Source: an optimization exercise on an open RTL-to-GDS flow (aim: small area, a short achievable clock period and few clock cycles per item). Production flows keep margins and buffers that such runs may drop.
RTL that was checked went through simulation tests only; none was proved equivalent to the original.
Power and IR drop assume default switching activity.

==> ember: inputs <==
==> flow/design.v (excerpt) <==
module compute_core (
    input  logic         clk,
    input  logic         reset,
    input  logic         start,
    input  logic [15:0]  block_id,
    input  logic [7:0]   base_address,
    input  logic [2:0]   num_warps,
    input  logic [3:0]   imem_ready,
    input  logic [127:0] imem_data,
    output logic [3:0]   imem_req_valid,
    output logic [31:0]  imem_req_addr,
    input  logic         dmem_ready,
    output logic         dmem_store_valid,
    output logic [1:0]   dmem_store_warp,
    output logic [31:0]  dmem_store_addr,
    output logic [63:0]  dmem_store_data,
    output logic         done
);
    logic        run;         
    logic        fin;         
    logic        fresh;       
    logic        done_q;
    logic [1:0]  cw;          
    logic [1:0]  lastw;       
    logic [2:0]  nw_q;
    logic [15:0] bid_q;
    logic [7:0]  base_q;
    logic [7:0]  pc;
    logic        idle;        
    logic        go;          
    logic [3:0]  rv;          
    logic [31:0] ra;          
    assign idle = !run && !fin && !done_q;
    assign go = start && idle;
    logic        ir_v;        
    logic        ir_alu;      
    logic        ir_st;       
    logic        ir_first;    
  ...
export LEC_CHECK = 0
export ABC_AREA = 1
export CAP_MARGIN = 20
export CELL_PAD_IN_SITES_DETAIL_PLACEMENT = 1
export CELL_PAD_IN_SITES_GLOBAL_PLACEMENT = 2
export CORE_MARGIN = 2
export CORE_UTILIZATION = 25
export CTS_CLUSTER_DIAMETER = 90
export CTS_CLUSTER_SIZE = 28
export PLACE_DENSITY = 0.5
export SLEW_MARGIN = 20
create_clock -name core_clock -period 13.0 [get_ports {clk}]
standard.sh (not shown) runs the stock make flow with config.mk's settings and CLKGATE_MAP_FILE= SYNTH_SCRIPT=/design/flow/synth_recipe.tcl, a recipe that flattens the netlist after the stock synthesis.
==> flow/flow/run.sh <==
#!/bin/bash
# The standard layout (the standard.sh, unchanged synthesis), with two
# changes to how it is made:
# - the setup repair aims at a shorter period than the SDC's: each
#   repair_timing call works until every path has this much slack left at
#   the SDC's period;
# - the port buffers are buf_2 cells rather than the delay cells buffer_ports
#   picks by default (every port still gets its buffer).
export SETUP_SLACK_MARGIN=8.7
export BUFFER_PORTS_ARGS="-buffer_cell sky130_fd_sc_hd__buf_2"
cp standard.sh standard_sh.log
bash standard.sh > standard.log 2>&1
==> inputs of yarrow, as changes to ember <==
--- a/flow/design.v
+++ b/flow/design.v
@@ -1,6 +1,6 @@
-module mul_tree (input logic [15:0] x, input logic [15:0] m, output logic [31:0] rows);
+module mul_tree (input logic [15:0] x, input logic [15:0] m, output logic [47:0] rows);
     wire bn1 = m[1];
     wire bo2 = m[0] ^ 1'b0;
     wire bt3 = (m[1] & ~m[0] & ~1'b0) | (~m[1] & m[0] & 1'b0);
     wire pp4 = (((x[0] & bo2) | (1'b0 & bt3)) ^ bn1);
     wire pp5 = (((x[1] & bo2) | (x[0] & bt3)) ^ bn1);
@@ -177,40 +177,13 @@
     wire k176 = (s145 & s147) | (s145 & k142) | (s147 & k142);
     wire s177 = s149 ^ s151 ^ k146;
     wire k178 = (s149 & s151) | (s149 & k146) | (s151 & k146);
     wire s179 = s153 ^ s155 ^ k150;
     wire k180 = (s153 & s155) | (s153 & k150) | (s155 & k150);
-    wire s181 = pp6 ^ pp23;
-    wire k182 = pp6 & pp23;
-    wire s183 = pp7 ^ pp24;
-    wire k184 = pp7 & pp24;
-    wire s185 = pp40 ^ bn37 ^ s157;
-    wire k186 = (pp40 & bn37) | (pp40 & s157) | (bn37 & s157);
-    wire s187 = pp41 ^ s159 ^ k158;
-    wire k188 = (pp41 & s159) | (pp41 & k158) | (s159 & k158);
-    wire s189 = s121 ^ s161 ^ k160;
-    wire k190 = (s121 & s161) | (s121 & k160) | (s161 & k160);
-    wire s191 = k122 ^ s163 ^ k162;
-    wire k192 = (k122 & s163) | (k122 & k162) | (s163 & k162);
-    wire s193 = k124 ^ s165 ^ k164;
-    wire k194 = (k124 & s165) | (k124 & k164) | (s165 & k164);
-    wire s195 = k128 ^ s167 ^ k166;
-    wire k196 = (k128 & s167) | (k128 & k166) | (s167 & k166);
-    wire s197 = k132 ^ s169 ^ k168;
-    wire k198 = (k132 & s169) | (k132 & k168) | (s169 & k168);
-    wire s199 = k136 ^ s171 ^ k170;
-    wire k200 = (k136 & s171) | (k136 & k170) | (s171 & k170);
-    wire s201 = k140 ^ s173 ^ k172;
-    wire k202 = (k140 & s173) | (k140 & k172) | (s173 & k172);
-    wire s203 = k144 ^ s175 ^ k174;
-    wire k204 = (k144 & s175) | (k144 & k174) | (s175 & k174);
-    wire s205 = k148 ^ s177 ^ k176;
-    wire k206 = (k148 & s177) | (k148 & k176) | (s177 & k176);
-    wire s207 = k152 ^ s179 ^ k178;
-    wire k208 = (k152 & s179) | (k152 & k178) | (s179 & k178);
-    assign rows[15:0] = {s207, s205, s203, s201, s199, s197, s195, s193, s191, s189, s187, s185, s183, bn20, pp5, pp4};
-    assign rows[31:16] = {k206, k204, k202, k200, k198, k196, k194, k192, k190, k188, k186, k184, k182, s181, 1'b0, bn1};
+    assign rows[15:0] = {k152, k148, k144, k140, k136, k132, k128, k124, k122, s121, pp41, pp40, pp7, pp6, pp5, pp4};
+    assign rows[31:16] = {s179, s177, s175, s173, s171, s169, s167, s165, s163, s161, s159, bn37, pp24, pp23, 1'b0, bn1};
+    assign rows[47:32] = {k178, k176, k174, k172, k170, k168, k166, k164, k162, k160, k158, s157, 1'b0, bn20, 1'b0, 1'b0};
 endmodule
 `timescale 1ns/1ns
 module compute_core (
     input  logic         clk,
     input  logic         reset,
@@ -262,20 +235,19 @@
     logic [63:0] ex1_a, ex1_b;
     logic [31:0] ex1_sa;      
     logic        ex2_alu;
     logic [1:0]  ex2_w;
     logic [3:0]  ex2_rd;
-    logic [127:0] ex2_rows;   
+    logic [191:0] ex2_rows;   
     logic [63:0] fast;        
     logic [63:0] res;
     logic [13*64-1:0] regs;
     logic [12:0]      wr_q;
     logic st_stall, dep, hold;
     assign st_stall = ex1_st && !dmem_ready;
-    assign dep = ir_v && ex1_alu && (ex1_w == ir_w) &&
-                 ((ex1_mul && ((ir_u1 && ex1_rd == ir_rs1) || (ir_u2 && ex1_rd == ir_rs2))) ||
-                  (ir_st && ex1_rd == ir_rs1));
+    assign dep = ir_v && ex1_alu && ex1_mul && (ex1_w == ir_w) &&
+                 ((ir_u1 && ex1_rd == ir_rs1) || (ir_u2 && ex1_rd == ir_rs2));
     assign hold = st_stall || dep;
     logic [1:0]  nw1;
     logic        has_next;
     logic [31:0] fword, nword, iword;
     logic        fvalid, nvalid, accept, f_halt, n_take, ivalid;
@@ -314,11 +286,10 @@
         has_next_n = (cw_n != lastw);
     end
     always_ff @(posedge clk) begin
         if (reset) begin
             rv <= '0;
-            ra <= '0;
         end else if (go) begin
             rv <= {2'b0, num_warps >= 3'd2, num_warps != 3'd0};
             ra <= {4{base_address}};
         end else begin
             for (int k = 0; k < 4; k++) begin
@@ -406,25 +377,24 @@
     assign fwd1 = ex2_alu && (ex2_w == ir_w) && (ex2_rd == ir_rs1);
     assign fwd2 = ex2_alu && (ex2_w == ir_w) && (ex2_rd == ir_rs2);
     function automatic logic [63:0] rd_port(input logic [3:0] idx, input logic [13*64-1:0] r,
                                             input logic [12:0] m, input logic [1:0] w,
                                             input logic [15:0] bid, input logic [2:0] nw,
+                                            input logic ffwd, input logic [63:0] ffv,
                                             input logic fwd, input logic [63:0] fv);
         logic [63:0] v;
         v = '0;
         case (idx)
             4'd15: for (int l = 0; l < 4; l++) v[l*16 +: 16] = {12'd0, w, 2'(l)};
             4'd14: v = {4{bid}};
             4'd13: for (int l = 0; l < 4; l++) v[l*16 +: 16] = {11'd0, nw, 2'd0};
-            default: if (fwd) v = fv; else if (m[idx]) v = r[idx*64 +: 64];
+            default: if (ffwd) v = ffv; else if (fwd) v = fv; else if (m[idx]) v = r[idx*64 +: 64];
         endcase
         rd_port = v;
     endfunction
-    logic [63:0] a_rf;
-    assign a_rf = rd_port(ir_rs1, regs, rmask, ir_w, bid_q, nw_q, fwd1, res);
-    assign a = ffwd1 ? fast : a_rf;
-    assign b = ffwd2 ? fast : rd_port(ir_rs2, regs, rmask, ir_w, bid_q, nw_q, fwd2, res);
+    assign a = rd_port(ir_rs1, regs, rmask, ir_w, bid_q, nw_q, ffwd1, fast, fwd1, res);
+    assign b = rd_port(ir_rs2, regs, rmask, ir_w, bid_q, nw_q, ffwd2, fast, fwd2, res);
     always_ff @(posedge clk) begin
         if (reset || go) begin
             ex1_alu <= 1'b0;
             ex1_st <= 1'b0;
         end else if (!st_stall) begin
@@ -434,11 +404,11 @@
     end
     always_ff @(posedge clk) begin
         if (!st_stall) begin
             ex1_w <= ir_w;
             ex1_b <= b;
-            for (int l = 0; l < 4; l++) ex1_sa[l*8 +: 8] <= a_rf[l*16 +: 8] + ir_imm[7:0];
+            for (int l = 0; l < 4; l++) ex1_sa[l*8 +: 8] <= a[l*16 +: 8] + ir_imm[7:0];
         end
     end
     always_ff @(posedge clk) begin
         ex1_mul <= ir_mul;
         ex1_sub <= ir_sub;
@@ -456,19 +426,19 @@
             wr_q[ex2_rd] <= 1'b1;
         end
     end
     for (genvar l = 0; l < 4; l++) begin : g_lane
         logic [15:0] x, y, c;
-        logic [31:0] rows;
+        logic [47:0] rows;
         assign x = ex1_a[l*16 +: 16];
         assign y = ex1_b[l*16 +: 16];
         assign c = ex1_cb ? (ex1_sub ? ~y : y) : (ex1_ci ? ex1_imm : 16'd0);
         assign fast[l*16 +: 16] = (ex1_m1 ? x : 16'd0) + c + {15'd0, ex1_sub};
         mul_tree u_tree (.x(x), .m(y), .rows(rows));
         always_ff @(posedge clk)
-            ex2_rows[l*32 +: 32] <= ex1_mul ? rows : {16'd0, fast[l*16 +: 16]};
-        assign res[l*16 +: 16] = ex2_rows[l*32 +: 16] + ex2_rows[l*32 + 16 +: 16];
+            ex2_rows[l*48 +: 48] <= ex1_mul ? rows : {32'd0, fast[l*16 +: 16]};
+        assign res[l*16 +: 16] = ex2_rows[l*48 +: 16] + ex2_rows[l*48 + 16 +: 16] + ex2_rows[l*48 + 32 +: 16];
     end
     always_ff @(posedge clk) begin
         if (reset || go) ex2_alu <= 1'b0;
         else ex2_alu <= ex1_alu;
         ex2_w <= ex1_w;
==> flow/flow/run.sh (replaced) <==
#!/bin/bash
# The standard layout (the standard.sh, unchanged synthesis), with the
# setup repair aimed at a shorter period than the SDC's: each repair_timing
# call works until every path has this much slack left at the SDC's period.
export SETUP_SLACK_MARGIN=8.7
cp standard.sh standard_sh.log
bash standard.sh > standard.log 2>&1
==> flow/config.mk (replaced) <==
export PLATFORM = sky130hd
export DESIGN_NAME = compute_core
export DESIGN_NICKNAME = compute_core
export VERILOG_FILES = /design/flow/design.v
export SDC_FILE = /design/flow/constraint.sdc
export NUM_CORES = 4
export LEC_CHECK = 0
export CAP_MARGIN = 20
export CELL_PAD_IN_SITES_DETAIL_PLACEMENT = 1
export CELL_PAD_IN_SITES_GLOBAL_PLACEMENT = 2
export CORE_MARGIN = 2
export CORE_UTILIZATION = 25
export CTS_CLUSTER_DIAMETER = 100
export CTS_CLUSTER_SIZE = 30
export PLACE_DENSITY = 0.5
export SLEW_MARGIN = 20
==> inputs of indigo, as changes to ember <==
--- a/flow/design.v
+++ b/flow/design.v
@@ -269,13 +269,12 @@
     logic [63:0] res;
     logic [13*64-1:0] regs;
     logic [12:0]      wr_q;
     logic st_stall, dep, hold;
     assign st_stall = ex1_st && !dmem_ready;
-    assign dep = ir_v && ex1_alu && (ex1_w == ir_w) &&
-                 ((ex1_mul && ((ir_u1 && ex1_rd == ir_rs1) || (ir_u2 && ex1_rd == ir_rs2))) ||
-                  (ir_st && ex1_rd == ir_rs1));
+    assign dep = ir_v && ex1_alu && ex1_mul && (ex1_w == ir_w) &&
+                 ((ir_u1 && ex1_rd == ir_rs1) || (ir_u2 && ex1_rd == ir_rs2));
     assign hold = st_stall || dep;
     logic [1:0]  nw1;
     logic        has_next;
     logic [31:0] fword, nword, iword;
     logic        fvalid, nvalid, accept, f_halt, n_take, ivalid;
@@ -314,11 +313,10 @@
         has_next_n = (cw_n != lastw);
     end
     always_ff @(posedge clk) begin
         if (reset) begin
             rv <= '0;
-            ra <= '0;
         end else if (go) begin
             rv <= {2'b0, num_warps >= 3'd2, num_warps != 3'd0};
             ra <= {4{base_address}};
         end else begin
             for (int k = 0; k < 4; k++) begin
@@ -406,25 +404,24 @@
     assign fwd1 = ex2_alu && (ex2_w == ir_w) && (ex2_rd == ir_rs1);
     assign fwd2 = ex2_alu && (ex2_w == ir_w) && (ex2_rd == ir_rs2);
     function automatic logic [63:0] rd_port(input logic [3:0] idx, input logic [13*64-1:0] r,
                                             input logic [12:0] m, input logic [1:0] w,
                                             input logic [15:0] bid, input logic [2:0] nw,
+                                            input logic ffwd, input logic [63:0] ffv,
                                             input logic fwd, input logic [63:0] fv);
         logic [63:0] v;
         v = '0;
         case (idx)
             4'd15: for (int l = 0; l < 4; l++) v[l*16 +: 16] = {12'd0, w, 2'(l)};
             4'd14: v = {4{bid}};
             4'd13: for (int l = 0; l < 4; l++) v[l*16 +: 16] = {11'd0, nw, 2'd0};
-            default: if (fwd) v = fv; else if (m[idx]) v = r[idx*64 +: 64];
+            default: if (ffwd) v = ffv; else if (fwd) v = fv; else if (m[idx]) v = r[idx*64 +: 64];
         endcase
         rd_port = v;
     endfunction
-    logic [63:0] a_rf;
-    assign a_rf = rd_port(ir_rs1, regs, rmask, ir_w, bid_q, nw_q, fwd1, res);
-    assign a = ffwd1 ? fast : a_rf;
-    assign b = ffwd2 ? fast : rd_port(ir_rs2, regs, rmask, ir_w, bid_q, nw_q, fwd2, res);
+    assign a = rd_port(ir_rs1, regs, rmask, ir_w, bid_q, nw_q, ffwd1, fast, fwd1, res);
+    assign b = rd_port(ir_rs2, regs, rmask, ir_w, bid_q, nw_q, ffwd2, fast, fwd2, res);
     always_ff @(posedge clk) begin
         if (reset || go) begin
             ex1_alu <= 1'b0;
             ex1_st <= 1'b0;
         end else if (!st_stall) begin
@@ -434,11 +431,11 @@
     end
     always_ff @(posedge clk) begin
         if (!st_stall) begin
             ex1_w <= ir_w;
             ex1_b <= b;
-            for (int l = 0; l < 4; l++) ex1_sa[l*8 +: 8] <= a_rf[l*16 +: 8] + ir_imm[7:0];
+            for (int l = 0; l < 4; l++) ex1_sa[l*8 +: 8] <= a[l*16 +: 8] + ir_imm[7:0];
         end
     end
     always_ff @(posedge clk) begin
         ex1_mul <= ir_mul;
         ex1_sub <= ir_sub;
--- a/flow/config.mk
+++ b/flow/config.mk
@@ -9,9 +9,9 @@
 export CAP_MARGIN = 20
 export CELL_PAD_IN_SITES_DETAIL_PLACEMENT = 1
 export CELL_PAD_IN_SITES_GLOBAL_PLACEMENT = 2
 export CORE_MARGIN = 2
 export CORE_UTILIZATION = 25
-export CTS_CLUSTER_DIAMETER = 90
-export CTS_CLUSTER_SIZE = 28
+export CTS_CLUSTER_DIAMETER = 80
+export CTS_CLUSTER_SIZE = 24
 export PLACE_DENSITY = 0.5
 export SLEW_MARGIN = 20
==> notes <==
- Between indigo and yarrow, the lower setup slack is in indigo (gap 240 ps).
- Critical path depth: yarrow is higher than ember (18).
- Between ember and yarrow, the lower total power is in yarrow (gap 28%, measured against yarrow).
- Area after synthesis: yarrow > indigo > ember.
Testbench counts of ember, summed over its fixed seeds: cycles 18,350, kernels 192.
No functional check of the RTL was part of yarrow and indigo.

==> re-timing with driven ports <==
The results above use ideal ports. As a check the final layouts listed here were re-extracted and re-timed, cells and wires unchanged. Step 1, drivers: a clkbuf_16 drives clk and a buf_2 each remaining input, both assumed. Step 2 adds t to the input delays and takes it off the output delays; t is the mean of the earliest and latest rising clock arrival at the registers after step 1. Input paths then give back, and output paths get back, about the clock's delay inside the block. Slacks: ideal / step 1 / step 2; pairs: ideal / step 1.
run | shift t [ns] | slack for setup (ns) | latest minus earliest clock arrival (ns)
ember | 0.891 | 8.584 / 8.475 / 8.072 | 0.066 / 0.065
yarrow | 0.846 | 8.704 / 8.641 / 7.950 | 0.057 / 0.056
indigo | 1.009 | 8.462 / 8.353 / 8.011 | 0.098 / 0.098
After both steps every run listed still meets setup and hold. For yarrow, which loses most, drivers alone change the setup slack by -0.063 ns; drivers and shift together by -0.754 ns.
